This design comes from an exercise in tuning for small area and a short achievable clock period on the open sky130 flow, not from production work.
The RTL was checked by simulation tests, not by an equivalence proof against the original design.

==> flow/design.v <==
`timescale 1ns/1ps
package mulPkg;
	localparam int OpWidth   = 16;
	localparam int ProdWidth = 2 * OpWidth;
endpackage
`timescale 1ns/1ps
`timescale 1ns/1ps
module fullAdd (
	input  logic a,
	input  logic b,
	input  logic c,
	output logic s,
	output logic co
);
	assign s  = a ^ b ^ c;
	assign co = (a & b) | (a & c) | (b & c);
endmodule
module halfAdd (
	input  logic a,
	input  logic b,
	output logic s,
	output logic co
);
	assign s  = a ^ b;
	assign co = a & b;
endmodule
`timescale 1ns/1ps
`timescale 1ns/1ps
`timescale 1ns/1ps
`timescale 1ns/1ps
module wallaceMulTop (
	input  logic        clk,
	input  logic        arstN,
	input  logic        reqValid,
	input  logic [15:0] reqOpA,
	input  logic [15:0] reqOpB,
	output logic        respValid,
	output logic [31:0] respProduct
);
	logic        valid_q;
	logic        csValid_q;
	logic [15:0] opA_q;
	logic [7:0] one_q;
	logic [7:0] two_q;
	logic [7:0] neg_q;
	logic        top_q;
	logic [72:0] cs_d;
	logic [72:0] cs_q;
	logic [31:0] rowA;
	logic [31:0] rowB;
	logic [31:0] sum;
	logic [16:0] bx;
	assign bx = {reqOpB, 1'b0};
	logic [7:0] one_d;
	logic [7:0] two_d;
	logic [7:0] neg_d;
	always_comb begin
		for (int i = 0; i < 8; i++) begin
			one_d[i] = bx[2*i+1] ^ bx[2*i];
			two_d[i] = (bx[2*i+2] & ~bx[2*i+1] & ~bx[2*i]) | (~bx[2*i+2] & bx[2*i+1] & bx[2*i]);
			neg_d[i] = bx[2*i+2];
		end
	end
	always_ff @(posedge clk or negedge arstN) begin
		if (!arstN) begin
			valid_q   <= 1'b0;
			csValid_q <= 1'b0;
			respValid <= 1'b0;
		end else begin
			valid_q   <= reqValid;
			csValid_q <= valid_q;
			respValid <= csValid_q;
		end
	end
	always_ff @(posedge clk) begin
		opA_q <= reqOpA;
		one_q <= one_d;
		two_q <= two_d;
		neg_q <= neg_d;
		top_q <= reqOpB[15];
		cs_q        <= cs_d;
		respProduct <= sum;
	end
	logic pp0_0;
	logic pp0_1;
	logic pp0_2;
	logic pp0_3;
	logic pp0_4;
	logic pp0_5;
	logic pp0_6;
	logic pp0_7;
	logic pp0_8;
	logic pp0_9;
	logic pp0_10;
	logic pp0_11;
	logic pp0_12;
	logic pp0_13;
	logic pp0_14;
	logic pp0_15;
	logic pp0_16;
	logic pp1_0;
	logic pp1_1;
	logic pp1_2;
	logic pp1_3;
	logic pp1_4;
	logic pp1_5;
	logic pp1_6;
	logic pp1_7;
	logic pp1_8;
	logic pp1_9;
	logic pp1_10;
	logic pp1_11;
	logic pp1_12;
	logic pp1_13;
	logic pp1_14;
	logic pp1_15;
	logic pp1_16;
	logic pp2_0;
	logic pp2_1;
	logic pp2_2;
	logic pp2_3;
	logic pp2_4;
	logic pp2_5;
	logic pp2_6;
	logic pp2_7;
	logic pp2_8;
	logic pp2_9;
	logic pp2_10;
	logic pp2_11;
	logic pp2_12;
	logic pp2_13;
	logic pp2_14;
	logic pp2_15;
	logic pp2_16;
	logic pp3_0;
	logic pp3_1;
	logic pp3_2;
	logic pp3_3;
	logic pp3_4;
	logic pp3_5;
	logic pp3_6;
	logic pp3_7;
	logic pp3_8;
	logic pp3_9;
	logic pp3_10;
	logic pp3_11;
	logic pp3_12;
	logic pp3_13;
	logic pp3_14;
	logic pp3_15;
	logic pp3_16;
	logic pp4_0;
	logic pp4_1;
	logic pp4_2;
	logic pp4_3;
	logic pp4_4;
	logic pp4_5;
	logic pp4_6;
	logic pp4_7;
	logic pp4_8;
	logic pp4_9;
	logic pp4_10;
	logic pp4_11;
	logic pp4_12;
	logic pp4_13;
	logic pp4_14;
	logic pp4_15;
	logic pp4_16;
	logic pp5_0;
	logic pp5_1;
	logic pp5_2;
	logic pp5_3;
	logic pp5_4;
	logic pp5_5;
	logic pp5_6;
	logic pp5_7;
	logic pp5_8;
	logic pp5_9;
	logic pp5_10;
	logic pp5_11;
	logic pp5_12;
	logic pp5_13;
	logic pp5_14;
	logic pp5_15;
	logic pp5_16;
	logic pp6_0;
	logic pp6_1;
	logic pp6_2;
	logic pp6_3;
	logic pp6_4;
	logic pp6_5;
	logic pp6_6;
	logic pp6_7;
	logic pp6_8;
	logic pp6_9;
	logic pp6_10;
	logic pp6_11;
	logic pp6_12;
	logic pp6_13;
	logic pp6_14;
	logic pp6_15;
	logic pp6_16;
	logic pp7_0;
	logic pp7_1;
	logic pp7_2;
	logic pp7_3;
	logic pp7_4;
	logic pp7_5;
	logic pp7_6;
	logic pp7_7;
	logic pp7_8;
	logic pp7_9;
	logic pp7_10;
	logic pp7_11;
	logic pp7_12;
	logic pp7_13;
	logic pp7_14;
	logic pp7_15;
	logic pp7_16;
	logic pp8_0;
	logic pp8_1;
	logic pp8_2;
	logic pp8_3;
	logic pp8_4;
	logic pp8_5;
	logic pp8_6;
	logic pp8_7;
	logic pp8_8;
	logic pp8_9;
	logic pp8_10;
	logic pp8_11;
	logic pp8_12;
	logic pp8_13;
	logic pp8_14;
	logic pp8_15;
	assign pp0_0 = (one_q[0] & opA_q[0]) ^ neg_q[0];
	assign pp0_1 = ((one_q[0] & opA_q[1]) | (two_q[0] & opA_q[0])) ^ neg_q[0];
	assign pp0_2 = ((one_q[0] & opA_q[2]) | (two_q[0] & opA_q[1])) ^ neg_q[0];
	assign pp0_3 = ((one_q[0] & opA_q[3]) | (two_q[0] & opA_q[2])) ^ neg_q[0];
	assign pp0_4 = ((one_q[0] & opA_q[4]) | (two_q[0] & opA_q[3])) ^ neg_q[0];
	assign pp0_5 = ((one_q[0] & opA_q[5]) | (two_q[0] & opA_q[4])) ^ neg_q[0];
	assign pp0_6 = ((one_q[0] & opA_q[6]) | (two_q[0] & opA_q[5])) ^ neg_q[0];
	assign pp0_7 = ((one_q[0] & opA_q[7]) | (two_q[0] & opA_q[6])) ^ neg_q[0];
	assign pp0_8 = ((one_q[0] & opA_q[8]) | (two_q[0] & opA_q[7])) ^ neg_q[0];
	assign pp0_9 = ((one_q[0] & opA_q[9]) | (two_q[0] & opA_q[8])) ^ neg_q[0];
	assign pp0_10 = ((one_q[0] & opA_q[10]) | (two_q[0] & opA_q[9])) ^ neg_q[0];
	assign pp0_11 = ((one_q[0] & opA_q[11]) | (two_q[0] & opA_q[10])) ^ neg_q[0];
	assign pp0_12 = ((one_q[0] & opA_q[12]) | (two_q[0] & opA_q[11])) ^ neg_q[0];
	assign pp0_13 = ((one_q[0] & opA_q[13]) | (two_q[0] & opA_q[12])) ^ neg_q[0];
	assign pp0_14 = ((one_q[0] & opA_q[14]) | (two_q[0] & opA_q[13])) ^ neg_q[0];
	assign pp0_15 = ((one_q[0] & opA_q[15]) | (two_q[0] & opA_q[14])) ^ neg_q[0];
	assign pp0_16 = (two_q[0] & opA_q[15]) ^ neg_q[0];
	assign pp1_0 = (one_q[1] & opA_q[0]) ^ neg_q[1];
	assign pp1_1 = ((one_q[1] & opA_q[1]) | (two_q[1] & opA_q[0])) ^ neg_q[1];
	assign pp1_2 = ((one_q[1] & opA_q[2]) | (two_q[1] & opA_q[1])) ^ neg_q[1];
	assign pp1_3 = ((one_q[1] & opA_q[3]) | (two_q[1] & opA_q[2])) ^ neg_q[1];
	assign pp1_4 = ((one_q[1] & opA_q[4]) | (two_q[1] & opA_q[3])) ^ neg_q[1];
	assign pp1_5 = ((one_q[1] & opA_q[5]) | (two_q[1] & opA_q[4])) ^ neg_q[1];
	assign pp1_6 = ((one_q[1] & opA_q[6]) | (two_q[1] & opA_q[5])) ^ neg_q[1];
	assign pp1_7 = ((one_q[1] & opA_q[7]) | (two_q[1] & opA_q[6])) ^ neg_q[1];
	assign pp1_8 = ((one_q[1] & opA_q[8]) | (two_q[1] & opA_q[7])) ^ neg_q[1];
	assign pp1_9 = ((one_q[1] & opA_q[9]) | (two_q[1] & opA_q[8])) ^ neg_q[1];
	assign pp1_10 = ((one_q[1] & opA_q[10]) | (two_q[1] & opA_q[9])) ^ neg_q[1];
	assign pp1_11 = ((one_q[1] & opA_q[11]) | (two_q[1] & opA_q[10])) ^ neg_q[1];
	assign pp1_12 = ((one_q[1] & opA_q[12]) | (two_q[1] & opA_q[11])) ^ neg_q[1];
	assign pp1_13 = ((one_q[1] & opA_q[13]) | (two_q[1] & opA_q[12])) ^ neg_q[1];
	assign pp1_14 = ((one_q[1] & opA_q[14]) | (two_q[1] & opA_q[13])) ^ neg_q[1];
	assign pp1_15 = ((one_q[1] & opA_q[15]) | (two_q[1] & opA_q[14])) ^ neg_q[1];
	assign pp1_16 = (two_q[1] & opA_q[15]) ^ neg_q[1];
	assign pp2_0 = (one_q[2] & opA_q[0]) ^ neg_q[2];
	assign pp2_1 = ((one_q[2] & opA_q[1]) | (two_q[2] & opA_q[0])) ^ neg_q[2];
	assign pp2_2 = ((one_q[2] & opA_q[2]) | (two_q[2] & opA_q[1])) ^ neg_q[2];
	assign pp2_3 = ((one_q[2] & opA_q[3]) | (two_q[2] & opA_q[2])) ^ neg_q[2];
	assign pp2_4 = ((one_q[2] & opA_q[4]) | (two_q[2] & opA_q[3])) ^ neg_q[2];
	assign pp2_5 = ((one_q[2] & opA_q[5]) | (two_q[2] & opA_q[4])) ^ neg_q[2];
	assign pp2_6 = ((one_q[2] & opA_q[6]) | (two_q[2] & opA_q[5])) ^ neg_q[2];
	assign pp2_7 = ((one_q[2] & opA_q[7]) | (two_q[2] & opA_q[6])) ^ neg_q[2];
	assign pp2_8 = ((one_q[2] & opA_q[8]) | (two_q[2] & opA_q[7])) ^ neg_q[2];
	assign pp2_9 = ((one_q[2] & opA_q[9]) | (two_q[2] & opA_q[8])) ^ neg_q[2];
	assign pp2_10 = ((one_q[2] & opA_q[10]) | (two_q[2] & opA_q[9])) ^ neg_q[2];
	assign pp2_11 = ((one_q[2] & opA_q[11]) | (two_q[2] & opA_q[10])) ^ neg_q[2];
	assign pp2_12 = ((one_q[2] & opA_q[12]) | (two_q[2] & opA_q[11])) ^ neg_q[2];
	assign pp2_13 = ((one_q[2] & opA_q[13]) | (two_q[2] & opA_q[12])) ^ neg_q[2];
	assign pp2_14 = ((one_q[2] & opA_q[14]) | (two_q[2] & opA_q[13])) ^ neg_q[2];
	assign pp2_15 = ((one_q[2] & opA_q[15]) | (two_q[2] & opA_q[14])) ^ neg_q[2];
	assign pp2_16 = (two_q[2] & opA_q[15]) ^ neg_q[2];
	assign pp3_0 = (one_q[3] & opA_q[0]) ^ neg_q[3];
	assign pp3_1 = ((one_q[3] & opA_q[1]) | (two_q[3] & opA_q[0])) ^ neg_q[3];
	assign pp3_2 = ((one_q[3] & opA_q[2]) | (two_q[3] & opA_q[1])) ^ neg_q[3];
	assign pp3_3 = ((one_q[3] & opA_q[3]) | (two_q[3] & opA_q[2])) ^ neg_q[3];
	assign pp3_4 = ((one_q[3] & opA_q[4]) | (two_q[3] & opA_q[3])) ^ neg_q[3];
	assign pp3_5 = ((one_q[3] & opA_q[5]) | (two_q[3] & opA_q[4])) ^ neg_q[3];
	assign pp3_6 = ((one_q[3] & opA_q[6]) | (two_q[3] & opA_q[5])) ^ neg_q[3];
	assign pp3_7 = ((one_q[3] & opA_q[7]) | (two_q[3] & opA_q[6])) ^ neg_q[3];
	assign pp3_8 = ((one_q[3] & opA_q[8]) | (two_q[3] & opA_q[7])) ^ neg_q[3];
	assign pp3_9 = ((one_q[3] & opA_q[9]) | (two_q[3] & opA_q[8])) ^ neg_q[3];
	assign pp3_10 = ((one_q[3] & opA_q[10]) | (two_q[3] & opA_q[9])) ^ neg_q[3];
	assign pp3_11 = ((one_q[3] & opA_q[11]) | (two_q[3] & opA_q[10])) ^ neg_q[3];
	assign pp3_12 = ((one_q[3] & opA_q[12]) | (two_q[3] & opA_q[11])) ^ neg_q[3];
	assign pp3_13 = ((one_q[3] & opA_q[13]) | (two_q[3] & opA_q[12])) ^ neg_q[3];
	assign pp3_14 = ((one_q[3] & opA_q[14]) | (two_q[3] & opA_q[13])) ^ neg_q[3];
	assign pp3_15 = ((one_q[3] & opA_q[15]) | (two_q[3] & opA_q[14])) ^ neg_q[3];
	assign pp3_16 = (two_q[3] & opA_q[15]) ^ neg_q[3];
	assign pp4_0 = (one_q[4] & opA_q[0]) ^ neg_q[4];
	assign pp4_1 = ((one_q[4] & opA_q[1]) | (two_q[4] & opA_q[0])) ^ neg_q[4];
	assign pp4_2 = ((one_q[4] & opA_q[2]) | (two_q[4] & opA_q[1])) ^ neg_q[4];
	assign pp4_3 = ((one_q[4] & opA_q[3]) | (two_q[4] & opA_q[2])) ^ neg_q[4];
	assign pp4_4 = ((one_q[4] & opA_q[4]) | (two_q[4] & opA_q[3])) ^ neg_q[4];
	assign pp4_5 = ((one_q[4] & opA_q[5]) | (two_q[4] & opA_q[4])) ^ neg_q[4];
	assign pp4_6 = ((one_q[4] & opA_q[6]) | (two_q[4] & opA_q[5])) ^ neg_q[4];
	assign pp4_7 = ((one_q[4] & opA_q[7]) | (two_q[4] & opA_q[6])) ^ neg_q[4];
	assign pp4_8 = ((one_q[4] & opA_q[8]) | (two_q[4] & opA_q[7])) ^ neg_q[4];
	assign pp4_9 = ((one_q[4] & opA_q[9]) | (two_q[4] & opA_q[8])) ^ neg_q[4];
	assign pp4_10 = ((one_q[4] & opA_q[10]) | (two_q[4] & opA_q[9])) ^ neg_q[4];
	assign pp4_11 = ((one_q[4] & opA_q[11]) | (two_q[4] & opA_q[10])) ^ neg_q[4];
	assign pp4_12 = ((one_q[4] & opA_q[12]) | (two_q[4] & opA_q[11])) ^ neg_q[4];
	assign pp4_13 = ((one_q[4] & opA_q[13]) | (two_q[4] & opA_q[12])) ^ neg_q[4];
	assign pp4_14 = ((one_q[4] & opA_q[14]) | (two_q[4] & opA_q[13])) ^ neg_q[4];
	assign pp4_15 = ((one_q[4] & opA_q[15]) | (two_q[4] & opA_q[14])) ^ neg_q[4];
	assign pp4_16 = (two_q[4] & opA_q[15]) ^ neg_q[4];
	assign pp5_0 = (one_q[5] & opA_q[0]) ^ neg_q[5];
	assign pp5_1 = ((one_q[5] & opA_q[1]) | (two_q[5] & opA_q[0])) ^ neg_q[5];
	assign pp5_2 = ((one_q[5] & opA_q[2]) | (two_q[5] & opA_q[1])) ^ neg_q[5];
	assign pp5_3 = ((one_q[5] & opA_q[3]) | (two_q[5] & opA_q[2])) ^ neg_q[5];
	assign pp5_4 = ((one_q[5] & opA_q[4]) | (two_q[5] & opA_q[3])) ^ neg_q[5];
	assign pp5_5 = ((one_q[5] & opA_q[5]) | (two_q[5] & opA_q[4])) ^ neg_q[5];
	assign pp5_6 = ((one_q[5] & opA_q[6]) | (two_q[5] & opA_q[5])) ^ neg_q[5];
	assign pp5_7 = ((one_q[5] & opA_q[7]) | (two_q[5] & opA_q[6])) ^ neg_q[5];
	assign pp5_8 = ((one_q[5] & opA_q[8]) | (two_q[5] & opA_q[7])) ^ neg_q[5];
	assign pp5_9 = ((one_q[5] & opA_q[9]) | (two_q[5] & opA_q[8])) ^ neg_q[5];
	assign pp5_10 = ((one_q[5] & opA_q[10]) | (two_q[5] & opA_q[9])) ^ neg_q[5];
	assign pp5_11 = ((one_q[5] & opA_q[11]) | (two_q[5] & opA_q[10])) ^ neg_q[5];
	assign pp5_12 = ((one_q[5] & opA_q[12]) | (two_q[5] & opA_q[11])) ^ neg_q[5];
	assign pp5_13 = ((one_q[5] & opA_q[13]) | (two_q[5] & opA_q[12])) ^ neg_q[5];
	assign pp5_14 = ((one_q[5] & opA_q[14]) | (two_q[5] & opA_q[13])) ^ neg_q[5];
	assign pp5_15 = ((one_q[5] & opA_q[15]) | (two_q[5] & opA_q[14])) ^ neg_q[5];
	assign pp5_16 = (two_q[5] & opA_q[15]) ^ neg_q[5];
	assign pp6_0 = (one_q[6] & opA_q[0]) ^ neg_q[6];
	assign pp6_1 = ((one_q[6] & opA_q[1]) | (two_q[6] & opA_q[0])) ^ neg_q[6];
	assign pp6_2 = ((one_q[6] & opA_q[2]) | (two_q[6] & opA_q[1])) ^ neg_q[6];
	assign pp6_3 = ((one_q[6] & opA_q[3]) | (two_q[6] & opA_q[2])) ^ neg_q[6];
	assign pp6_4 = ((one_q[6] & opA_q[4]) | (two_q[6] & opA_q[3])) ^ neg_q[6];
	assign pp6_5 = ((one_q[6] & opA_q[5]) | (two_q[6] & opA_q[4])) ^ neg_q[6];
	assign pp6_6 = ((one_q[6] & opA_q[6]) | (two_q[6] & opA_q[5])) ^ neg_q[6];
	assign pp6_7 = ((one_q[6] & opA_q[7]) | (two_q[6] & opA_q[6])) ^ neg_q[6];
	assign pp6_8 = ((one_q[6] & opA_q[8]) | (two_q[6] & opA_q[7])) ^ neg_q[6];
	assign pp6_9 = ((one_q[6] & opA_q[9]) | (two_q[6] & opA_q[8])) ^ neg_q[6];
	assign pp6_10 = ((one_q[6] & opA_q[10]) | (two_q[6] & opA_q[9])) ^ neg_q[6];
	assign pp6_11 = ((one_q[6] & opA_q[11]) | (two_q[6] & opA_q[10])) ^ neg_q[6];
	assign pp6_12 = ((one_q[6] & opA_q[12]) | (two_q[6] & opA_q[11])) ^ neg_q[6];
	assign pp6_13 = ((one_q[6] & opA_q[13]) | (two_q[6] & opA_q[12])) ^ neg_q[6];
	assign pp6_14 = ((one_q[6] & opA_q[14]) | (two_q[6] & opA_q[13])) ^ neg_q[6];
	assign pp6_15 = ((one_q[6] & opA_q[15]) | (two_q[6] & opA_q[14])) ^ neg_q[6];
	assign pp6_16 = (two_q[6] & opA_q[15]) ^ neg_q[6];
	assign pp7_0 = (one_q[7] & opA_q[0]) ^ neg_q[7];
	assign pp7_1 = ((one_q[7] & opA_q[1]) | (two_q[7] & opA_q[0])) ^ neg_q[7];
	assign pp7_2 = ((one_q[7] & opA_q[2]) | (two_q[7] & opA_q[1])) ^ neg_q[7];
	assign pp7_3 = ((one_q[7] & opA_q[3]) | (two_q[7] & opA_q[2])) ^ neg_q[7];
	assign pp7_4 = ((one_q[7] & opA_q[4]) | (two_q[7] & opA_q[3])) ^ neg_q[7];
	assign pp7_5 = ((one_q[7] & opA_q[5]) | (two_q[7] & opA_q[4])) ^ neg_q[7];
	assign pp7_6 = ((one_q[7] & opA_q[6]) | (two_q[7] & opA_q[5])) ^ neg_q[7];
	assign pp7_7 = ((one_q[7] & opA_q[7]) | (two_q[7] & opA_q[6])) ^ neg_q[7];
	assign pp7_8 = ((one_q[7] & opA_q[8]) | (two_q[7] & opA_q[7])) ^ neg_q[7];
	assign pp7_9 = ((one_q[7] & opA_q[9]) | (two_q[7] & opA_q[8])) ^ neg_q[7];
	assign pp7_10 = ((one_q[7] & opA_q[10]) | (two_q[7] & opA_q[9])) ^ neg_q[7];
	assign pp7_11 = ((one_q[7] & opA_q[11]) | (two_q[7] & opA_q[10])) ^ neg_q[7];
	assign pp7_12 = ((one_q[7] & opA_q[12]) | (two_q[7] & opA_q[11])) ^ neg_q[7];
	assign pp7_13 = ((one_q[7] & opA_q[13]) | (two_q[7] & opA_q[12])) ^ neg_q[7];
	assign pp7_14 = ((one_q[7] & opA_q[14]) | (two_q[7] & opA_q[13])) ^ neg_q[7];
	assign pp7_15 = ((one_q[7] & opA_q[15]) | (two_q[7] & opA_q[14])) ^ neg_q[7];
	assign pp7_16 = (two_q[7] & opA_q[15]) ^ neg_q[7];
	assign pp8_0 = opA_q[0] & top_q;
	assign pp8_1 = opA_q[1] & top_q;
	assign pp8_2 = opA_q[2] & top_q;
	assign pp8_3 = opA_q[3] & top_q;
	assign pp8_4 = opA_q[4] & top_q;
	assign pp8_5 = opA_q[5] & top_q;
	assign pp8_6 = opA_q[6] & top_q;
	assign pp8_7 = opA_q[7] & top_q;
	assign pp8_8 = opA_q[8] & top_q;
	assign pp8_9 = opA_q[9] & top_q;
	assign pp8_10 = opA_q[10] & top_q;
	assign pp8_11 = opA_q[11] & top_q;
	assign pp8_12 = opA_q[12] & top_q;
	assign pp8_13 = opA_q[13] & top_q;
	assign pp8_14 = opA_q[14] & top_q;
	assign pp8_15 = opA_q[15] & top_q;
	logic xs1;
	logic xc2;
	logic xs3;
	logic xc4;
	logic xs5;
	logic xc6;
	logic xs7;
	logic xc8;
	logic xs9;
	logic xc10;
	logic xs11;
	logic xc12;
	logic xs13;
	logic xc14;
	logic xs15;
	logic xc16;
	logic xs17;
	logic xc18;
	logic xs19;
	logic xc20;
	logic xs21;
	logic xc22;
	logic xs23;
	logic xc24;
	logic xs25;
	logic xc26;
	logic xs27;
	logic xc28;
	logic xs29;
	logic xc30;
	logic xs31;
	logic xc32;
	logic xs33;
	logic xc34;
	logic xs35;
	logic xc36;
	logic xs37;
	logic xc38;
	logic xs39;
	logic xc40;
	logic xs41;
	logic xc42;
	logic xs43;
	logic xc44;
	logic xs45;
	logic xc46;
	logic xs47;
	logic xc48;
	logic xs49;
	logic xc50;
	logic xs51;
	logic xc52;
	logic xs53;
	logic xc54;
	logic xs55;
	logic xc56;
	logic xs57;
	logic xc58;
	logic xs59;
	logic xc60;
	logic xs61;
	logic xc62;
	logic xs63;
	logic xc64;
	logic xs65;
	logic xc66;
	logic xs67;
	logic xc68;
	logic xs69;
	logic xc70;
	logic xs71;
	logic xc72;
	logic xs73;
	logic xc74;
	logic xs75;
	logic xc76;
	logic xs77;
	logic xc78;
	logic xs79;
	logic xc80;
	logic xs81;
	logic xc82;
	logic xs83;
	logic xc84;
	logic xs85;
	logic xc86;
	logic xs87;
	logic xc88;
	logic xs89;
	logic xc90;
	logic xs91;
	logic xc92;
	logic xs93;
	logic xc94;
	logic xs95;
	logic xc96;
	logic xs97;
	logic xc98;
	logic xs99;
	logic xc100;
	logic xs101;
	logic xc102;
	logic xs103;
	logic xc104;
	logic xs105;
	logic xc106;
	logic xs107;
	logic xc108;
	logic xs109;
	logic xc110;
	logic xs111;
	logic xc112;
	logic xs113;
	logic xc114;
	logic xs115;
	logic xc116;
	logic xs117;
	logic xc118;
	logic xs119;
	logic xc120;
	logic xs121;
	logic xc122;
	logic xs123;
	logic xc124;
	logic xs125;
	logic xc126;
	logic xs127;
	logic xc128;
	logic xs129;
	logic xc130;
	logic xs131;
	logic xc132;
	logic xs133;
	logic xc134;
	logic xs135;
	logic xc136;
	logic xs137;
	logic xc138;
	logic xs139;
	logic xc140;
	logic xs141;
	logic xc142;
	logic xs143;
	logic xc144;
	logic xs145;
	logic xc146;
	logic xs147;
	logic xc148;
	logic xs149;
	logic xc150;
	logic xs151;
	logic xc152;
	logic xs153;
	logic xc154;
	logic xs155;
	logic xc156;
	logic xs157;
	logic xc158;
	logic xs159;
	logic xc160;
	logic xs161;
	logic xc162;
	logic xs163;
	logic xc164;
	logic xs165;
	logic xc166;
	logic xs167;
	logic xc168;
	logic xs169;
	logic xc170;
	logic xs171;
	logic xc172;
	logic xs173;
	logic xc174;
	logic xs175;
	logic xc176;
	logic xs177;
	logic xc178;
	logic xs179;
	logic xc180;
	logic xs181;
	logic xc182;
	logic xs183;
	logic xc184;
	logic xs185;
	logic xc186;
	logic xs187;
	logic xc188;
	logic xs189;
	logic xc190;
	logic xs191;
	logic xc192;
	logic xs193;
	logic xc194;
	logic xs195;
	logic xc196;
	logic xs197;
	logic xc198;
	logic xs199;
	logic xc200;
	logic xs201;
	logic xc202;
	logic xs203;
	logic xc204;
	logic xs205;
	logic xc206;
	logic xs207;
	logic xc208;
	logic xs209;
	logic xc210;
	logic xs211;
	logic xc212;
	logic xs213;
	logic xc214;
	logic xs215;
	logic xc216;
	logic xs217;
	logic xc218;
	logic xs219;
	logic xc220;
	logic xs221;
	logic xc222;
	logic xs223;
	logic xc224;
	logic xs225;
	logic xc226;
	halfAdd uxs1 (.a(neg_q[0]), .b(pp0_0), .s(xs1), .co(xc2));
	halfAdd uxs3 (.a(pp0_1), .b(xc2), .s(xs3), .co(xc4));
	fullAdd uxs5 (.a(neg_q[1]), .b(pp0_2), .c(pp1_0), .s(xs5), .co(xc6));
	halfAdd uxs7 (.a(xc4), .b(xs5), .s(xs7), .co(xc8));
	fullAdd uxs9 (.a(pp0_3), .b(pp1_1), .c(xc6), .s(xs9), .co(xc10));
	halfAdd uxs11 (.a(xc8), .b(xs9), .s(xs11), .co(xc12));
	fullAdd uxs13 (.a(neg_q[2]), .b(pp0_4), .c(pp1_2), .s(xs13), .co(xc14));
	fullAdd uxs15 (.a(pp2_0), .b(xs13), .c(xc10), .s(xs15), .co(xc16));
	fullAdd uxs17 (.a(pp0_5), .b(pp1_3), .c(pp2_1), .s(xs17), .co(xc18));
	halfAdd uxs19 (.a(xc14), .b(xs17), .s(xs19), .co(xc20));
	fullAdd uxs21 (.a(neg_q[3]), .b(pp0_6), .c(pp1_4), .s(xs21), .co(xc22));
	fullAdd uxs23 (.a(pp2_2), .b(pp3_0), .c(xc18), .s(xs23), .co(xc24));
	fullAdd uxs25 (.a(xs21), .b(xc20), .c(xs23), .s(xs25), .co(xc26));
	fullAdd uxs27 (.a(pp0_7), .b(pp1_5), .c(pp2_3), .s(xs27), .co(xc28));
	fullAdd uxs29 (.a(pp3_1), .b(xc22), .c(xs27), .s(xs29), .co(xc30));
	halfAdd uxs31 (.a(xc24), .b(xs29), .s(xs31), .co(xc32));
	fullAdd uxs33 (.a(neg_q[4]), .b(pp0_8), .c(pp1_6), .s(xs33), .co(xc34));
	fullAdd uxs35 (.a(pp2_4), .b(pp3_2), .c(pp4_0), .s(xs35), .co(xc36));
	fullAdd uxs37 (.a(xc28), .b(xs33), .c(xs35), .s(xs37), .co(xc38));
	halfAdd uxs39 (.a(xc30), .b(xs37), .s(xs39), .co(xc40));
	fullAdd uxs41 (.a(pp0_9), .b(pp1_7), .c(pp2_5), .s(xs41), .co(xc42));
	fullAdd uxs43 (.a(pp3_3), .b(pp4_1), .c(xc34), .s(xs43), .co(xc44));
	fullAdd uxs45 (.a(xc36), .b(xs41), .c(xc38), .s(xs45), .co(xc46));
	fullAdd uxs47 (.a(neg_q[5]), .b(pp0_10), .c(pp1_8), .s(xs47), .co(xc48));
	fullAdd uxs49 (.a(pp2_6), .b(pp3_4), .c(pp4_2), .s(xs49), .co(xc50));
	fullAdd uxs51 (.a(pp5_0), .b(xc42), .c(xs47), .s(xs51), .co(xc52));
	fullAdd uxs53 (.a(xs49), .b(xc44), .c(xs51), .s(xs53), .co(xc54));
	fullAdd uxs55 (.a(pp0_11), .b(pp1_9), .c(pp2_7), .s(xs55), .co(xc56));
	fullAdd uxs57 (.a(pp3_5), .b(pp4_3), .c(pp5_1), .s(xs57), .co(xc58));
	fullAdd uxs59 (.a(xc48), .b(xc50), .c(xs55), .s(xs59), .co(xc60));
	fullAdd uxs61 (.a(xs57), .b(xc52), .c(xs59), .s(xs61), .co(xc62));
	fullAdd uxs63 (.a(neg_q[6]), .b(pp0_12), .c(pp1_10), .s(xs63), .co(xc64));
	fullAdd uxs65 (.a(pp2_8), .b(pp3_6), .c(pp4_4), .s(xs65), .co(xc66));
	fullAdd uxs67 (.a(pp5_2), .b(pp6_0), .c(xc56), .s(xs67), .co(xc68));
	fullAdd uxs69 (.a(xc58), .b(xs63), .c(xs65), .s(xs69), .co(xc70));
	fullAdd uxs71 (.a(xc60), .b(xs67), .c(xs69), .s(xs71), .co(xc72));
	fullAdd uxs73 (.a(pp0_13), .b(pp1_11), .c(pp2_9), .s(xs73), .co(xc74));
	fullAdd uxs75 (.a(pp3_7), .b(pp4_5), .c(pp5_3), .s(xs75), .co(xc76));
	fullAdd uxs77 (.a(pp6_1), .b(xc64), .c(xc66), .s(xs77), .co(xc78));
	fullAdd uxs79 (.a(xs73), .b(xs75), .c(xc68), .s(xs79), .co(xc80));
	fullAdd uxs81 (.a(neg_q[7]), .b(pp0_14), .c(pp1_12), .s(xs81), .co(xc82));
	fullAdd uxs83 (.a(pp2_10), .b(pp3_8), .c(pp4_6), .s(xs83), .co(xc84));
	fullAdd uxs85 (.a(pp5_4), .b(pp6_2), .c(pp7_0), .s(xs85), .co(xc86));
	fullAdd uxs87 (.a(xc74), .b(xc76), .c(xs81), .s(xs87), .co(xc88));
	fullAdd uxs89 (.a(xs83), .b(xs85), .c(xc78), .s(xs89), .co(xc90));
	halfAdd uxs91 (.a(xs87), .b(xc80), .s(xs91), .co(xc92));
	fullAdd uxs93 (.a(pp0_15), .b(pp1_13), .c(pp2_11), .s(xs93), .co(xc94));
	fullAdd uxs95 (.a(pp3_9), .b(pp4_7), .c(pp5_5), .s(xs95), .co(xc96));
	fullAdd uxs97 (.a(pp6_3), .b(pp7_1), .c(xc82), .s(xs97), .co(xc98));
	fullAdd uxs99 (.a(xc84), .b(xc86), .c(xs93), .s(xs99), .co(xc100));
	fullAdd uxs101 (.a(xs95), .b(xc88), .c(xs97), .s(xs101), .co(xc102));
	fullAdd uxs103 (.a(pp8_0), .b(pp0_16), .c(pp1_14), .s(xs103), .co(xc104));
	fullAdd uxs105 (.a(pp2_12), .b(pp3_10), .c(pp4_8), .s(xs105), .co(xc106));
	fullAdd uxs107 (.a(pp5_6), .b(pp6_4), .c(pp7_2), .s(xs107), .co(xc108));
	fullAdd uxs109 (.a(xc94), .b(xc96), .c(xs103), .s(xs109), .co(xc110));
	fullAdd uxs111 (.a(xs105), .b(xs107), .c(xc98), .s(xs111), .co(xc112));
	fullAdd uxs113 (.a(neg_q[0]), .b(pp8_1), .c(pp1_15), .s(xs113), .co(xc114));
	fullAdd uxs115 (.a(pp2_13), .b(pp3_11), .c(pp4_9), .s(xs115), .co(xc116));
	fullAdd uxs117 (.a(pp5_7), .b(pp6_5), .c(pp7_3), .s(xs117), .co(xc118));
	fullAdd uxs119 (.a(xc104), .b(xc106), .c(xc108), .s(xs119), .co(xc120));
	fullAdd uxs121 (.a(xs113), .b(xs115), .c(xs117), .s(xs121), .co(xc122));
	fullAdd uxs123 (.a(xc110), .b(xs119), .c(xs121), .s(xs123), .co(xc124));
	fullAdd uxs125 (.a(neg_q[0]), .b(pp8_2), .c(pp1_16), .s(xs125), .co(xc126));
	fullAdd uxs127 (.a(pp2_14), .b(pp3_12), .c(pp4_10), .s(xs127), .co(xc128));
	fullAdd uxs129 (.a(pp5_8), .b(pp6_6), .c(pp7_4), .s(xs129), .co(xc130));
	fullAdd uxs131 (.a(xc114), .b(xc116), .c(xc118), .s(xs131), .co(xc132));
	fullAdd uxs133 (.a(xs125), .b(xs127), .c(xs129), .s(xs133), .co(xc134));
	fullAdd uxs135 (.a(xc120), .b(xc122), .c(xs131), .s(xs135), .co(xc136));
	fullAdd uxs137 (.a(~neg_q[0]), .b(~neg_q[1]), .c(pp8_3), .s(xs137), .co(xc138));
	fullAdd uxs139 (.a(pp2_15), .b(pp3_13), .c(pp4_11), .s(xs139), .co(xc140));
	fullAdd uxs141 (.a(pp5_9), .b(pp6_7), .c(pp7_5), .s(xs141), .co(xc142));
	fullAdd uxs143 (.a(xs137), .b(xc126), .c(xc128), .s(xs143), .co(xc144));
	fullAdd uxs145 (.a(xc130), .b(xs139), .c(xs141), .s(xs145), .co(xc146));
	fullAdd uxs147 (.a(xc132), .b(xc134), .c(xs143), .s(xs147), .co(xc148));
	assign xs149 = ~(pp8_4 ^ pp2_16);
	assign xc150 = pp8_4 | pp2_16;
	fullAdd uxs151 (.a(pp3_14), .b(pp4_12), .c(pp5_10), .s(xs151), .co(xc152));
	fullAdd uxs153 (.a(pp6_8), .b(pp7_6), .c(xc138), .s(xs153), .co(xc154));
	fullAdd uxs155 (.a(xs149), .b(xc140), .c(xc142), .s(xs155), .co(xc156));
	fullAdd uxs157 (.a(xs151), .b(xs153), .c(xc144), .s(xs157), .co(xc158));
	fullAdd uxs159 (.a(~neg_q[2]), .b(pp8_5), .c(pp3_15), .s(xs159), .co(xc160));
	fullAdd uxs161 (.a(pp4_13), .b(pp5_11), .c(pp6_9), .s(xs161), .co(xc162));
	fullAdd uxs163 (.a(pp7_7), .b(xc150), .c(xc152), .s(xs163), .co(xc164));
	fullAdd uxs165 (.a(xs159), .b(xs161), .c(xc154), .s(xs165), .co(xc166));
	fullAdd uxs167 (.a(xc156), .b(xs163), .c(xs165), .s(xs167), .co(xc168));
	assign xs169 = ~(pp8_6 ^ pp3_16);
	assign xc170 = pp8_6 | pp3_16;
	fullAdd uxs171 (.a(pp4_14), .b(pp5_12), .c(pp6_10), .s(xs171), .co(xc172));
	fullAdd uxs173 (.a(pp7_8), .b(xs169), .c(xc160), .s(xs173), .co(xc174));
	fullAdd uxs175 (.a(xc162), .b(xs171), .c(xc164), .s(xs175), .co(xc176));
	fullAdd uxs177 (.a(~neg_q[3]), .b(pp8_7), .c(pp4_15), .s(xs177), .co(xc178));
	fullAdd uxs179 (.a(pp5_13), .b(pp6_11), .c(pp7_9), .s(xs179), .co(xc180));
	fullAdd uxs181 (.a(xc170), .b(xc172), .c(xs177), .s(xs181), .co(xc182));
	fullAdd uxs183 (.a(xs179), .b(xc174), .c(xs181), .s(xs183), .co(xc184));
	assign xs185 = ~(pp8_8 ^ pp4_16);
	assign xc186 = pp8_8 | pp4_16;
	fullAdd uxs187 (.a(pp5_14), .b(pp6_12), .c(pp7_10), .s(xs187), .co(xc188));
	fullAdd uxs189 (.a(xs185), .b(xc178), .c(xc180), .s(xs189), .co(xc190));
	fullAdd uxs191 (.a(xs187), .b(xc182), .c(xs189), .s(xs191), .co(xc192));
	fullAdd uxs193 (.a(~neg_q[4]), .b(pp8_9), .c(pp5_15), .s(xs193), .co(xc194));
	fullAdd uxs195 (.a(pp6_13), .b(pp7_11), .c(xc186), .s(xs195), .co(xc196));
	fullAdd uxs197 (.a(xc188), .b(xs193), .c(xs195), .s(xs197), .co(xc198));
	assign xs199 = ~(pp8_10 ^ pp5_16);
	assign xc200 = pp8_10 | pp5_16;
	fullAdd uxs201 (.a(pp6_14), .b(pp7_12), .c(xs199), .s(xs201), .co(xc202));
	fullAdd uxs203 (.a(xc194), .b(xc196), .c(xs201), .s(xs203), .co(xc204));
	fullAdd uxs205 (.a(~neg_q[5]), .b(pp8_11), .c(pp6_15), .s(xs205), .co(xc206));
	fullAdd uxs207 (.a(pp7_13), .b(xc200), .c(xs205), .s(xs207), .co(xc208));
	halfAdd uxs209 (.a(xc202), .b(xs207), .s(xs209), .co(xc210));
	assign xs211 = ~(pp8_12 ^ pp6_16);
	assign xc212 = pp8_12 | pp6_16;
	fullAdd uxs213 (.a(pp7_14), .b(xs211), .c(xc206), .s(xs213), .co(xc214));
	halfAdd uxs215 (.a(xc208), .b(xs213), .s(xs215), .co(xc216));
	fullAdd uxs217 (.a(~neg_q[6]), .b(pp8_13), .c(pp7_15), .s(xs217), .co(xc218));
	fullAdd uxs219 (.a(xc212), .b(xs217), .c(xc214), .s(xs219), .co(xc220));
	assign xs221 = ~(pp8_14 ^ pp7_16);
	assign xc222 = pp8_14 | pp7_16;
	halfAdd uxs223 (.a(xs221), .b(xc218), .s(xs223), .co(xc224));
	fullAdd uxs225 (.a(~neg_q[7]), .b(pp8_15), .c(xc222), .s(xs225), .co(xc226));
	assign cs_d[0] = xs1;  
	assign cs_d[1] = xs3;  
	assign cs_d[2] = xs7;  
	assign cs_d[3] = xs11;  
	assign cs_d[4] = xc12;  
	assign cs_d[5] = xs15;  
	assign cs_d[6] = xs19;  
	assign cs_d[7] = xc16;  
	assign cs_d[8] = xs25;  
	assign cs_d[9] = xc26;  
	assign cs_d[10] = xs31;  
	assign cs_d[11] = xc32;  
	assign cs_d[12] = xs39;  
	assign cs_d[13] = xs43;  
	assign cs_d[14] = xc40;  
	assign cs_d[15] = xs45;  
	assign cs_d[16] = xc46;  
	assign cs_d[17] = xs53;  
	assign cs_d[18] = xc54;  
	assign cs_d[19] = xs61;  
	assign cs_d[20] = xc62;  
	assign cs_d[21] = xs71;  
	assign cs_d[22] = xc70;  
	assign cs_d[23] = xs77;  
	assign cs_d[24] = xs79;  
	assign cs_d[25] = xc72;  
	assign cs_d[26] = xs89;  
	assign cs_d[27] = xs91;  
	assign cs_d[28] = xs99;  
	assign cs_d[29] = xc90;  
	assign cs_d[30] = xs101;  
	assign cs_d[31] = xc92;  
	assign cs_d[32] = xc100;  
	assign cs_d[33] = xs109;  
	assign cs_d[34] = xc102;  
	assign cs_d[35] = xs111;  
	assign cs_d[36] = xc112;  
	assign cs_d[37] = xs123;  
	assign cs_d[38] = xs133;  
	assign cs_d[39] = xc124;  
	assign cs_d[40] = xs135;  
	assign cs_d[41] = xs145;  
	assign cs_d[42] = xc136;  
	assign cs_d[43] = xs147;  
	assign cs_d[44] = xc146;  
	assign cs_d[45] = xs155;  
	assign cs_d[46] = xc148;  
	assign cs_d[47] = xs157;  
	assign cs_d[48] = xc158;  
	assign cs_d[49] = xs167;  
	assign cs_d[50] = xs173;  
	assign cs_d[51] = xc166;  
	assign cs_d[52] = xs175;  
	assign cs_d[53] = xc168;  
	assign cs_d[54] = xc176;  
	assign cs_d[55] = xs183;  
	assign cs_d[56] = xc184;  
	assign cs_d[57] = xs191;  
	assign cs_d[58] = xc190;  
	assign cs_d[59] = xs197;  
	assign cs_d[60] = xc192;  
	assign cs_d[61] = xc198;  
	assign cs_d[62] = xs203;  
	assign cs_d[63] = xc204;  
	assign cs_d[64] = xs209;  
	assign cs_d[65] = xs215;  
	assign cs_d[66] = xc210;  
	assign cs_d[67] = xc216;  
	assign cs_d[68] = xs219;  
	assign cs_d[69] = xs223;  
	assign cs_d[70] = xc220;  
	assign cs_d[71] = xc224;  
	assign cs_d[72] = xs225;  
	logic ys227;
	logic yc228;
	logic ys229;
	logic yc230;
	logic ys231;
	logic yc232;
	logic ys233;
	logic yc234;
	logic ys235;
	logic yc236;
	logic ys237;
	logic yc238;
	logic ys239;
	logic yc240;
	logic ys241;
	logic yc242;
	logic ys243;
	logic yc244;
	logic ys245;
	logic yc246;
	logic ys247;
	logic yc248;
	logic ys249;
	logic yc250;
	logic ys251;
	logic yc252;
	logic ys253;
	logic yc254;
	logic ys255;
	logic yc256;
	logic ys257;
	logic yc258;
	logic ys259;
	logic yc260;
	logic ys261;
	logic yc262;
	logic ys263;
	logic yc264;
	logic ys265;
	logic yc266;
	logic ys267;
	logic yc268;
	logic ys269;
	logic yc270;
	logic ys271;
	logic yc272;
	logic ys273;
	logic yc274;
	logic ys275;
	logic yc276;
	logic ys277;
	logic yc278;
	logic ys279;
	logic yc280;
	logic ys281;
	logic yc282;
	fullAdd uys227 (.a(cs_q[13]), .b(cs_q[14]), .c(cs_q[15]), .s(ys227), .co(yc228));
	fullAdd uys229 (.a(cs_q[16]), .b(cs_q[17]), .c(yc228), .s(ys229), .co(yc230));
	halfAdd uys231 (.a(cs_q[18]), .b(cs_q[19]), .s(ys231), .co(yc232));
	fullAdd uys233 (.a(cs_q[20]), .b(cs_q[21]), .c(yc232), .s(ys233), .co(yc234));
	fullAdd uys235 (.a(cs_q[22]), .b(cs_q[23]), .c(cs_q[24]), .s(ys235), .co(yc236));
	halfAdd uys237 (.a(cs_q[25]), .b(ys235), .s(ys237), .co(yc238));
	fullAdd uys239 (.a(cs_q[26]), .b(cs_q[27]), .c(yc236), .s(ys239), .co(yc240));
	fullAdd uys241 (.a(cs_q[28]), .b(cs_q[29]), .c(cs_q[30]), .s(ys241), .co(yc242));
	halfAdd uys243 (.a(cs_q[31]), .b(ys241), .s(ys243), .co(yc244));
	fullAdd uys245 (.a(cs_q[32]), .b(cs_q[33]), .c(cs_q[34]), .s(ys245), .co(yc246));
	fullAdd uys247 (.a(cs_q[35]), .b(yc242), .c(ys245), .s(ys247), .co(yc248));
	fullAdd uys249 (.a(cs_q[36]), .b(cs_q[37]), .c(yc246), .s(ys249), .co(yc250));
	fullAdd uys251 (.a(cs_q[38]), .b(cs_q[39]), .c(cs_q[40]), .s(ys251), .co(yc252));
	fullAdd uys253 (.a(cs_q[41]), .b(cs_q[42]), .c(cs_q[43]), .s(ys253), .co(yc254));
	fullAdd uys255 (.a(cs_q[44]), .b(cs_q[45]), .c(cs_q[46]), .s(ys255), .co(yc256));
	fullAdd uys257 (.a(cs_q[47]), .b(yc254), .c(ys255), .s(ys257), .co(yc258));
	fullAdd uys259 (.a(cs_q[48]), .b(cs_q[49]), .c(yc256), .s(ys259), .co(yc260));
	fullAdd uys261 (.a(cs_q[50]), .b(cs_q[51]), .c(cs_q[52]), .s(ys261), .co(yc262));
	halfAdd uys263 (.a(cs_q[53]), .b(ys261), .s(ys263), .co(yc264));
	fullAdd uys265 (.a(cs_q[54]), .b(cs_q[55]), .c(yc262), .s(ys265), .co(yc266));
	halfAdd uys267 (.a(cs_q[56]), .b(cs_q[57]), .s(ys267), .co(yc268));
	fullAdd uys269 (.a(cs_q[58]), .b(cs_q[59]), .c(cs_q[60]), .s(ys269), .co(yc270));
	fullAdd uys271 (.a(cs_q[61]), .b(cs_q[62]), .c(yc270), .s(ys271), .co(yc272));
	halfAdd uys273 (.a(cs_q[63]), .b(cs_q[64]), .s(ys273), .co(yc274));
	fullAdd uys275 (.a(cs_q[65]), .b(cs_q[66]), .c(yc274), .s(ys275), .co(yc276));
	halfAdd uys277 (.a(cs_q[67]), .b(cs_q[68]), .s(ys277), .co(yc278));
	fullAdd uys279 (.a(cs_q[69]), .b(cs_q[70]), .c(yc278), .s(ys279), .co(yc280));
	halfAdd uys281 (.a(cs_q[71]), .b(cs_q[72]), .s(ys281), .co(yc282));
	assign rowA[0] = cs_q[0];
	assign rowB[0] = 1'b0;
	assign rowA[1] = cs_q[1];
	assign rowB[1] = 1'b0;
	assign rowA[2] = cs_q[2];
	assign rowB[2] = 1'b0;
	assign rowA[3] = cs_q[3];
	assign rowB[3] = 1'b0;
	assign rowA[4] = cs_q[4];
	assign rowB[4] = cs_q[5];
	assign rowA[5] = cs_q[6];
	assign rowB[5] = cs_q[7];
	assign rowA[6] = cs_q[8];
	assign rowB[6] = 1'b0;
	assign rowA[7] = cs_q[9];
	assign rowB[7] = cs_q[10];
	assign rowA[8] = cs_q[11];
	assign rowB[8] = cs_q[12];
	assign rowA[9] = ys227;
	assign rowB[9] = 1'b0;
	assign rowA[10] = ys229;
	assign rowB[10] = 1'b0;
	assign rowA[11] = ys231;
	assign rowB[11] = yc230;
	assign rowA[12] = ys233;
	assign rowB[12] = 1'b0;
	assign rowA[13] = yc234;
	assign rowB[13] = ys237;
	assign rowA[14] = yc238;
	assign rowB[14] = ys239;
	assign rowA[15] = yc240;
	assign rowB[15] = ys243;
	assign rowA[16] = yc244;
	assign rowB[16] = ys247;
	assign rowA[17] = yc248;
	assign rowB[17] = ys249;
	assign rowA[18] = ys251;
	assign rowB[18] = yc250;
	assign rowA[19] = yc252;
	assign rowB[19] = ys253;
	assign rowA[20] = ys257;
	assign rowB[20] = 1'b0;
	assign rowA[21] = yc258;
	assign rowB[21] = ys259;
	assign rowA[22] = yc260;
	assign rowB[22] = ys263;
	assign rowA[23] = yc264;
	assign rowB[23] = ys265;
	assign rowA[24] = ys267;
	assign rowB[24] = yc266;
	assign rowA[25] = yc268;
	assign rowB[25] = ys269;
	assign rowA[26] = ys271;
	assign rowB[26] = 1'b0;
	assign rowA[27] = ys273;
	assign rowB[27] = yc272;
	assign rowA[28] = ys275;
	assign rowB[28] = 1'b0;
	assign rowA[29] = ys277;
	assign rowB[29] = yc276;
	assign rowA[30] = ys279;
	assign rowB[30] = 1'b0;
	assign rowA[31] = ys281;
	assign rowB[31] = yc280;
	assign sum = rowA + rowB;
endmodule
==> flow/run.sh <==
#!/bin/bash
# synth_recipe.tcl (not shown) runs the flow's synth.tcl, then flattens the netlist and writes it again
# the make line also repeats each setting of config.mk as NAME=value (left out here)
make -C /OpenROAD-flow-scripts/flow DESIGN_CONFIG=/design/flow/config.mk WORK_HOME=/design/flow/orfs CLKGATE_MAP_FILE= SYNTH_SCRIPT=/design/flow/synth_recipe.tcl finish
==> flow/config.mk <==
export PLATFORM = sky130hd
export DESIGN_NAME = wallaceMulTop
export DESIGN_NICKNAME = wallaceMulTop
export VERILOG_FILES = /design/flow/design.v
export SDC_FILE = /design/flow/constraint.sdc
export NUM_CORES = 4
export LEC_CHECK = 0
export ABC_CLOCK_PERIOD_IN_PS = 2500
export CAP_MARGIN = 20
export CORE_MARGIN = 2
export CORE_UTILIZATION = 60
export SETUP_SLACK_MARGIN = 1.5
export SLEW_MARGIN = 20
export SYNTH_HIERARCHICAL = 1
==> flow/constraint.sdc <==
create_clock -name core_clock -period 4.3 [get_ports {clk}]
set_input_delay 0.8600 -clock core_clock [delete_from_list [all_inputs] [get_ports {clk}]]
set_output_delay 0.8600 -clock core_clock [all_outputs]
set_load 0.01 [all_outputs]
==> results of run 1 <==
## sequential cells by signal, indices dropped and copies added, names as in the netlist
register / cells
csValid_q: 1
cs_q: 73
neg_q: 8
one_q: 8
opA_q: 16
respProduct: 32
respValid: 1
two_q: 8
valid_q: 1
## repair_timing
action                     in CTS  in global routing
cloned                          0                  0
pin swaps                       9                 20
hold endpoints to repair        0                  0
resized for setup              53                 55
setup buffers                   8                  6
setup endpoints to repair      24                 28
## path summary, 6_finish.rpt
path,to,startpoint,cells past startpoint,slack (ps)
worst max-delay path,respProduct[21],cs_q[34],9,1490
worst max register to register,respProduct[21],cs_q[34],9,1490
min in group asynchronous,valid_q,arstN,1,610
max in group asynchronous,respValid,arstN,1,3550
worst min-delay path,respProduct[1],cs_q[1],0,330
worst min register to register,respProduct[1],cs_q[1],0,330
## per-module statistics from Yosys, one instance, submodules excluded
module         cell area [sq um]  cells inside
fullAdd                     20.0             1
wallaceMulTop               7140           745
halfAdd                     12.5             1
## stage by stage
stage / cells / hold slack [ps] / utilization / cell area, sq um
2_1_floorplan: 880 / 310 / - / 9700
3_3_place_gp: 1081 / 312 / 0.653 / 10300
3_5_place_dp: 1081 / 314 / 0.653 / 10300
4_1_cts: 1121 / 331 / 0.709 / 11200
5_1_grt: 1127 / 346 / 0.725 / 11500
6_report: 1127 / 328 / 0.725 / 11500
## cells in the final DEF (no fill, tap or decap), types with 3 or more instances in the layout
master and instances:
dfxtp_1 105, xor2_1 13, dfxtp_2 39, nand3_1 5, o21ai_1 4, fa_1 112
fa_2 5, a21oi_4 4, inv_8 7, nand2b_1 9, a21oi_2 8, xnor2_1 156
nand2_1 37, nor2_1 8, dfrtp_1 3, buf_4 20, o21ai_0 12, clkdlybuf4s50_1 67
a21oi_1 4, nand3_2 5, ha_1 34, inv_1 22, a22oi_1 120, ha_4 10
clkbuf_16 17, a31oi_1 5, nand3b_1 7, and2_1 14, nand4_1 8
## worst max-delay path: stages, from the launching register on
cell	delay (ps)
dfxtp_2	320
fa_1	570
fa_2	470
ha_4	330
and2_4	160
nand3_2	90
or3_4	420
a21oi_2	120
nor2_1	70
xnor2_1	130
## routing by layer
metal | track usage | wire length [um] | up-vias | share of wire
li1 | - | - | 3014 | -
met3 | 0.0544 | 1710 | 36 | 0.075
met2 | 0.432 | 10800 | 323 | 0.47
met5 | 0 | 0 | - | 0
met4 | 0.0912 | 414 | 0 | 0.018
met1 | 0.369 | 9860 | 3342 | 0.43
## final cells by class
cell class,instances,area [sq um],share of cell area
inverter,22,82.6,0.00720
clock buffer,17,425,0.0371
tap,216,270,0.0236
sequential,148,3030,0.264
multi-input combinational,621,6630,0.578
clock inverter,15,204,0.0178
timing repair buffer,88,832,0.0725
## cells by family after synthesis
kind of cell               count (synthesis)  share of synthesized area
AOI/OAI and AO/OA                        184                      0.139
xor gates and xnor gates                 169                      0.153
adders and majority gates                161                      0.298
DFF                                      148                      0.307
buffers and inverters                    111                     0.0446
and+or+nand+nor                          106                     0.0570
muxes                                      1                    0.00103
==> results_tabular.tex, run 1 <==
\begin{tabular}{lr}
\hline
Metric & Value \\
\hline
\multicolumn{2}{l}{\textbf{GRT}} \\
\quad Pin count of the biggest net entering global routing & 22 \\
\quad Number of antenna violations at the first check in global routing & 0 \\
\quad Total congestion overflow after global routing & 0 \\
\quad Total global routing track utilization & 0.269 \\
\quad Number of global-route vias before repair & 6953 \\
\quad First-pass GRT wire length & 36.5 mm \\
\multicolumn{2}{l}{\textbf{Timing}} \\
\quad Transition at the pin with the smallest max-transition slack & 591 ps \\
\quad Fraction of the cycle the final worst path needs & 0.653 \\
\quad Setup Viol. Count Final & 0 \\
\quad Max transition margin & 0.606 \\
\quad Peak clock frequency supported by timing & 356 MHz \\
\quad Endpoints failing hold & 0 \\
\quad RSZ-0062 raised after global routing & yes \\
\quad Sum of negative setup slack & 0 ps \\
\quad Count of pins over their slew limit & 0 \\
\quad Worst path setup slack after routing & 1490 ps \\
\quad Post-route clock skew & 16.8 ps \\
\quad Final critical path time including I/O delays and setup & 2810 ps \\
\multicolumn{2}{l}{\textbf{Route}} \\
\quad Number of DRC violations after detailed routing & 0 \\
\quad ANT nets after route & 0 \\
\quad Number of vias after detailed routing & 6715 \\
\quad 1st-iter DRT viols & 562 \\
\quad Final routed wirelength across all metal layers & 22.8 mm \\
\quad WL per Instance & 20.2 um \\
\quad Number of vias per cell & 5.96 \\
\quad Number of search-and-repair iterations in the first detailed-routing pass & 6 \\
\multicolumn{2}{l}{\textbf{Run}} \\
\quad Max-Cap Viols & 0 \\
\multicolumn{2}{l}{\textbf{Clocking}} \\
\quad Number of hold buffers added after CTS & 0 \\
\quad Clock insertion delay at the later pin of the skew report & 430 ps \\
\quad Total CTS buffers & 17 \\
\quad Clk sink count & 148 \\
\quad CTS Buffer Depth & 2 \\
\quad TritonCTS clock tree & yes \\
\quad Clock root buffer & clkbuf\_16 \\
\quad Deepest level of the CTS H-tree & 4 \\
\quad Clock transition at the register clock pins on the worst setup and hold paths after CTS & 70 ps \\
\multicolumn{2}{l}{\textbf{Logic synthesis}} \\
\quad Area share of the largest cell type after synthesis & 0.299 \\
\quad Number of synthesized flops with an enable pin & 0 \\
\quad Warning count from the yosys run & 7 \\
\quad Most frequently used cell type in the post-synthesis netlist & xnor2\_1 \\
\quad Sequential share of the synthesized area & 0.307 \\
\quad Syn Area/Cell & 11.0 sq um \\
\quad Synthesized netlist net count & 1076 \\
\quad Async S/R FF share, synth & 0.0203 \\
\quad Synthesized area & 9700 sq um \\
\quad Synth cell types & 50 \\
\quad Leading post-synthesis cells by instance count & xnor2\_1 (156), dfxtp\_1 (145), a22oi\_1 (120) \\
\quad Dominant synthesized flop cell & dfxtp\_1 \\
\quad Mapped Cells & 880 \\
\quad Area leader, netlist & dfxtp\_1 \\
\quad FF+latch count, synth & 148 \\
\quad Biggest area contributors in the synthesized netlist & dfxtp\_1 (30\%), fa\_1 (24\%), xnor2\_1 (14\%), a22oi\_1 (9.3\%), ha\_1 (5.7\%) \\
\multicolumn{2}{l}{\textbf{Final layout}} \\
\quad Number of fillers in the final layout & 1120 \\
\quad Count of nets after finishing & 1094 \\
\quad Syn-to-layout area delta & 18.3\% \\
\quad Antenna diode instance count & 0 \\
\quad Proportion of layout cells with a drive suffix above 1 & 0.162 \\
\multicolumn{2}{l}{\textbf{Place}} \\
\quad Minimum setup slack after placement & 1230 ps \\
\quad Number of port buffers & 67 \\
\quad HPWL Detailed & 15.7 mm \\
\quad Final weighted congestion in routability-driven placement & 0.908 \\
\multicolumn{2}{l}{\textbf{Min path}} \\
\quad Classification of the worst-slack hold path & flop to flop \\
\multicolumn{2}{l}{\textbf{Floorplanning}} \\
\quad Std-Cell Core Area & 15800 sq um \\
\quad Top-Level Pins & 68 \\
\quad Die ar. & 17200 sq um \\
\quad Number of rows in the core area & 46 \\
\quad Die boundary height & 131 um \\
\quad Die width & 131 um \\
\quad Starting density of the core & 0.613 \\
\multicolumn{2}{l}{\textbf{Setup path}} \\
\quad Required time of the critical path & 4610 ps \\
\quad Critical Path Fanout Max & 7 \\
\quad Worst Setup Start Kind & flop \\
\quad Critical path data arrival time & 3120 ps \\
\quad Worst setup EP type & flop \\
\quad Class of the most critical setup path & flop to flop \\
\multicolumn{2}{l}{\textbf{Run status}} \\
\quad Status & timing/DRC/antenna clean \\
\hline
\end{tabular}
==> run 2, diff against run 1 <==
--- a/flow/config.mk
+++ b/flow/config.mk
@@ -9,6 +9,5 @@
 export CAP_MARGIN = 20
 export CORE_MARGIN = 2
 export CORE_UTILIZATION = 60
-export SETUP_SLACK_MARGIN = 1.5
 export SLEW_MARGIN = 20
 export SYNTH_HIERARCHICAL = 1
==> results_tabular.tex, run 2 <==
\begin{tabular}{lr}
\hline
Metric & Value \\
\hline
\multicolumn{2}{l}{\textbf{Timing}} \\
\quad Peak clock frequency supported by timing & 320 MHz \\
\quad Final critical path time including I/O delays and setup & 3130 ps \\
\quad Sum of negative setup slack & 0 ps \\
\quad Worst path setup slack after routing & 1170 ps \\
\quad Post-route clock skew & 10.5 ps \\
\quad Endpoints failing hold & 0 \\
\quad Max transition margin & 0.285 \\
\quad RSZ-0062 raised after global routing & no \\
\quad Setup Viol. Count Final & 0 \\
\quad Count of pins over their slew limit & 0 \\
\quad Transition at the pin with the smallest max-transition slack & 1070 ps \\
\quad Fraction of the cycle the final worst path needs & 0.727 \\
\multicolumn{2}{l}{\textbf{Setup path}} \\
\quad Class of the most critical setup path & flop to flop \\
\quad Worst setup EP type & flop \\
\quad Critical path data arrival time & 3480 ps \\
\quad Critical Path Fanout Max & 6 \\
\quad Worst Setup Start Kind & flop \\
\quad Required time of the critical path & 4650 ps \\
\multicolumn{2}{l}{\textbf{Run status}} \\
\quad Status & timing/DRC/antenna clean \\
\multicolumn{2}{l}{\textbf{Clocking}} \\
\quad Clock transition at the register clock pins on the worst setup and hold paths after CTS & 70 ps \\
\quad Clock root buffer & clkbuf\_16 \\
\quad TritonCTS clock tree & yes \\
\quad Post-cts resize count & 0 \\
\quad Total CTS buffers & 17 \\
\quad Clock insertion delay at the later pin of the skew report & 420 ps \\
\quad Number of hold buffers added after CTS & 0 \\
\quad Deepest level of the CTS H-tree & 4 \\
\quad CTS Buffer Depth & 2 \\
\quad Clk sink count & 148 \\
\quad Post-CTS Setup Inserts & 0 \\
\multicolumn{2}{l}{\textbf{Logic synthesis}} \\
\quad Biggest area contributors in the synthesized netlist & dfxtp\_1 (30\%), fa\_1 (24\%), xnor2\_1 (14\%), a22oi\_1 (9.3\%), ha\_1 (5.7\%) \\
\quad Most frequently used cell type in the post-synthesis netlist & xnor2\_1 \\
\quad Post-synthesis simple-gate area fraction & 0.0570 \\
\quad Warning count from the yosys run & 7 \\
\quad Syn Area/Cell & 11.0 sq um \\
\quad Adder-cell share of the synthesized area & 0.298 \\
\quad Leading post-synthesis cells by instance count & xnor2\_1 (156), dfxtp\_1 (145), a22oi\_1 (120) \\
\quad Async S/R FF share, synth & 0.0203 \\
\quad Fraction of synthesized area in multiplexers & 0.00103 \\
\quad Synth Area in XOR/XNOR & 0.153 \\
\quad Synthesized area & 9700 sq um \\
\quad Dominant synthesized flop cell & dfxtp\_1 \\
\quad Synth Area in Compound Gates & 0.139 \\
\quad Area leader, netlist & dfxtp\_1 \\
\quad Area share of the largest cell type after synthesis & 0.299 \\
\quad Sequential share of the synthesized area & 0.307 \\
\quad Synthesized netlist net count & 1076 \\
\quad FF+latch count, synth & 148 \\
\quad Synth cell types & 50 \\
\quad Mapped Cells & 880 \\
\quad Main combinational cell family by area after synthesis & adder cells \\
\quad Number of synthesized flops with an enable pin & 0 \\
\multicolumn{2}{l}{\textbf{Final layout}} \\
\quad Final Non-Filler Cells & 1113 \\
\quad Final Cell Area & 11000 sq um \\
\quad Registers with the highest flip-flop counts & cs\_q (73), respProduct (32), opA\_q (16) \\
\quad Total area of multi-input combinational cells & 6290 sq um \\
\quad Syn-to-layout area delta & 12.9\% \\
\quad Register bank with the most flops & cs\_q \\
\quad Proportion of layout cells with a drive suffix above 1 & 0.0580 \\
\quad Count of nets after finishing & 1080 \\
\quad Max FFs per register & 73 \\
\quad Commonest non-fill, non-tap cells in the layout & xnor2\_1 (156), dfxtp\_1 (144), a22oi\_1 (120), fa\_1 (117), clkdlybuf4s50\_1 (67) \\
\quad Sequential cell area & 2980 sq um \\
\quad Commonest non-fill, non-tap cell in the layout & xnor2\_1 \\
\quad Number of fillers in the final layout & 1162 \\
\quad Antenna diode instance count & 0 \\
\multicolumn{2}{l}{\textbf{GRT}} \\
\quad First-pass GRT wire length & 35.6 mm \\
\quad Number of antenna violations at the first check in global routing & 1 \\
\quad Number of global-route vias before repair & 6910 \\
\quad Total global routing track utilization & 0.263 \\
\quad Pin count of the biggest net entering global routing & 22 \\
\quad Total congestion overflow after global routing & 0 \\
\multicolumn{2}{l}{\textbf{Route}} \\
\quad Number of vias per cell & 5.96 \\
\quad Number of vias after detailed routing & 6632 \\
\quad 1st-iter DRT viols & 569 \\
\quad Final routed wirelength across all metal layers & 21.8 mm \\
\quad ANT nets after route & 0 \\
\quad Number of DRC violations after detailed routing & 0 \\
\quad Number of search-and-repair iterations in the first detailed-routing pass & 5 \\
\quad WL per Instance & 19.6 um \\
\multicolumn{2}{l}{\textbf{Place}} \\
\quad Final weighted congestion in routability-driven placement & 0.911 \\
\quad Inst Count DP & 1081 \\
\quad Number of port buffers & 67 \\
\quad HPWL Detailed & 15.9 mm \\
\quad Minimum setup slack after placement & 1200 ps \\
\quad DP Area & 10300 sq um \\
\multicolumn{2}{l}{\textbf{Floorplanning}} \\
\quad Std-Cell Core Area & 15800 sq um \\
\quad Number of rows in the core area & 46 \\
\quad Die ar. & 17200 sq um \\
\quad Die width & 131 um \\
\quad Top-Level Pins & 68 \\
\quad Starting density of the core & 0.613 \\
\quad Die boundary height & 131 um \\
\multicolumn{2}{l}{\textbf{Run}} \\
\quad Max-Cap Viols & 0 \\
\multicolumn{2}{l}{\textbf{Min path}} \\
\quad Classification of the worst-slack hold path & flop to flop \\
\hline
\end{tabular}
run 2: cell count changes in the layout (fill, tap and decap cells not counted), moves of 9 or more:
cell / change
dfxtp_1: +39
dfxtp_2: -38
buf_4: -13
ha_1: +10
ha_4: -10
a21oi_1: +9
run 2: worst max-delay path, stage by stage (launching register included):
cell	delay [ps]
dfxtp_1	320
fa_1	440
fa_1	450
ha_1	360
a21oi_1	290
a21boi_0	140
a211oi_1	580
o41ai_2	150
a21oi_1	190
xnor2_1	120
run 2: cell families (layout without fill, tap and decap cells):
kind of cell	Yosys count	in the layout
XOR/XNOR	169	169
AO/OA/AOI/OAI	184	184
flip-flops	148	148
multiplexers	1	1
buffers and inverters	111	128
AND/OR/NAND/NOR	106	106
adder cells (fa/ha/maj)	161	161
run 2: per-module statistics from Yosys (local to each module, per instance):
module	cells	times used
wallaceMulTop	745	1
fullAdd	1	116
halfAdd	1	19
run 2: worst paths after layout:
| check | start | slack (ps) | endpoint | depth (start not counted) |
|---|---|---|---|---|
| setup reg to reg | cs_q[22] | 1170 | respProduct[28] | 9 |
| hold reg to reg | cs_q[2] | 330 | respProduct[2] | 0 |
| max in group asynchronous | arstN | 3550 | respValid | 1 |
| hold / removal | cs_q[2] | 330 | respProduct[2] | 0 |
| min in group asynchronous | arstN | 610 | valid_q | 1 |
| setup / recovery | cs_q[22] | 1170 | respProduct[28] | 9 |
run 2: cell type report:
type                            count  area share
Clock buffer                       17      0.0388
Clock inverter                     15      0.0168
Inverter                           22     0.00754
Multi-Input combinational cell    621       0.574
Sequential cell                   148       0.272
Tap cell                          216      0.0247
Timing Repair Buffer               74      0.0660
run 2: metrics by stage:
stage	util	hold slack, ps
finish	0.692	330
global route	0.692	343
CTS	0.692	333
detailed placement	0.653	315
global placement	0.653	312
floorplan	-	310
run 2: routing by layer:
metal | up-vias | wire (um) | track usage
li1 | 2987 | - | -
met5 | - | 0 | 0
met1 | 3233 | 9490 | 0.361
met4 | 0 | 433 | 0.103
met3 | 43 | 1830 | 0.0579
met2 | 369 | 10000 | 0.409

-- afterwards: timing with drivers on the ports --
No port has a modelled driver above. Below, the same layouts with a new extraction and two added sets of constraints.
Step 1 assumes that a clkbuf_16 drives the clock port and a buf_2 every other input.
Step 2 times the ports against the registers' clock, not the clock port: input delays grow and output delays shrink by t, the midpoint of the rising clock arrivals with the driver on.
a / b / c = ideal ports / drivers / drivers and shift; a / b = the first two.
run | t (ns) | slack for setup (ns) | hold slack, ns | cell pins on the clock port's net
run 1 | 0.470 | 1.494 / 1.494 / 1.494 | 0.328 / 0.328 / 0.328 | 1
run 2 | 0.462 | 1.172 / 1.172 / 1.172 | 0.330 / 0.330 / 0.330 | 1
After both steps every run listed still meets setup and hold.
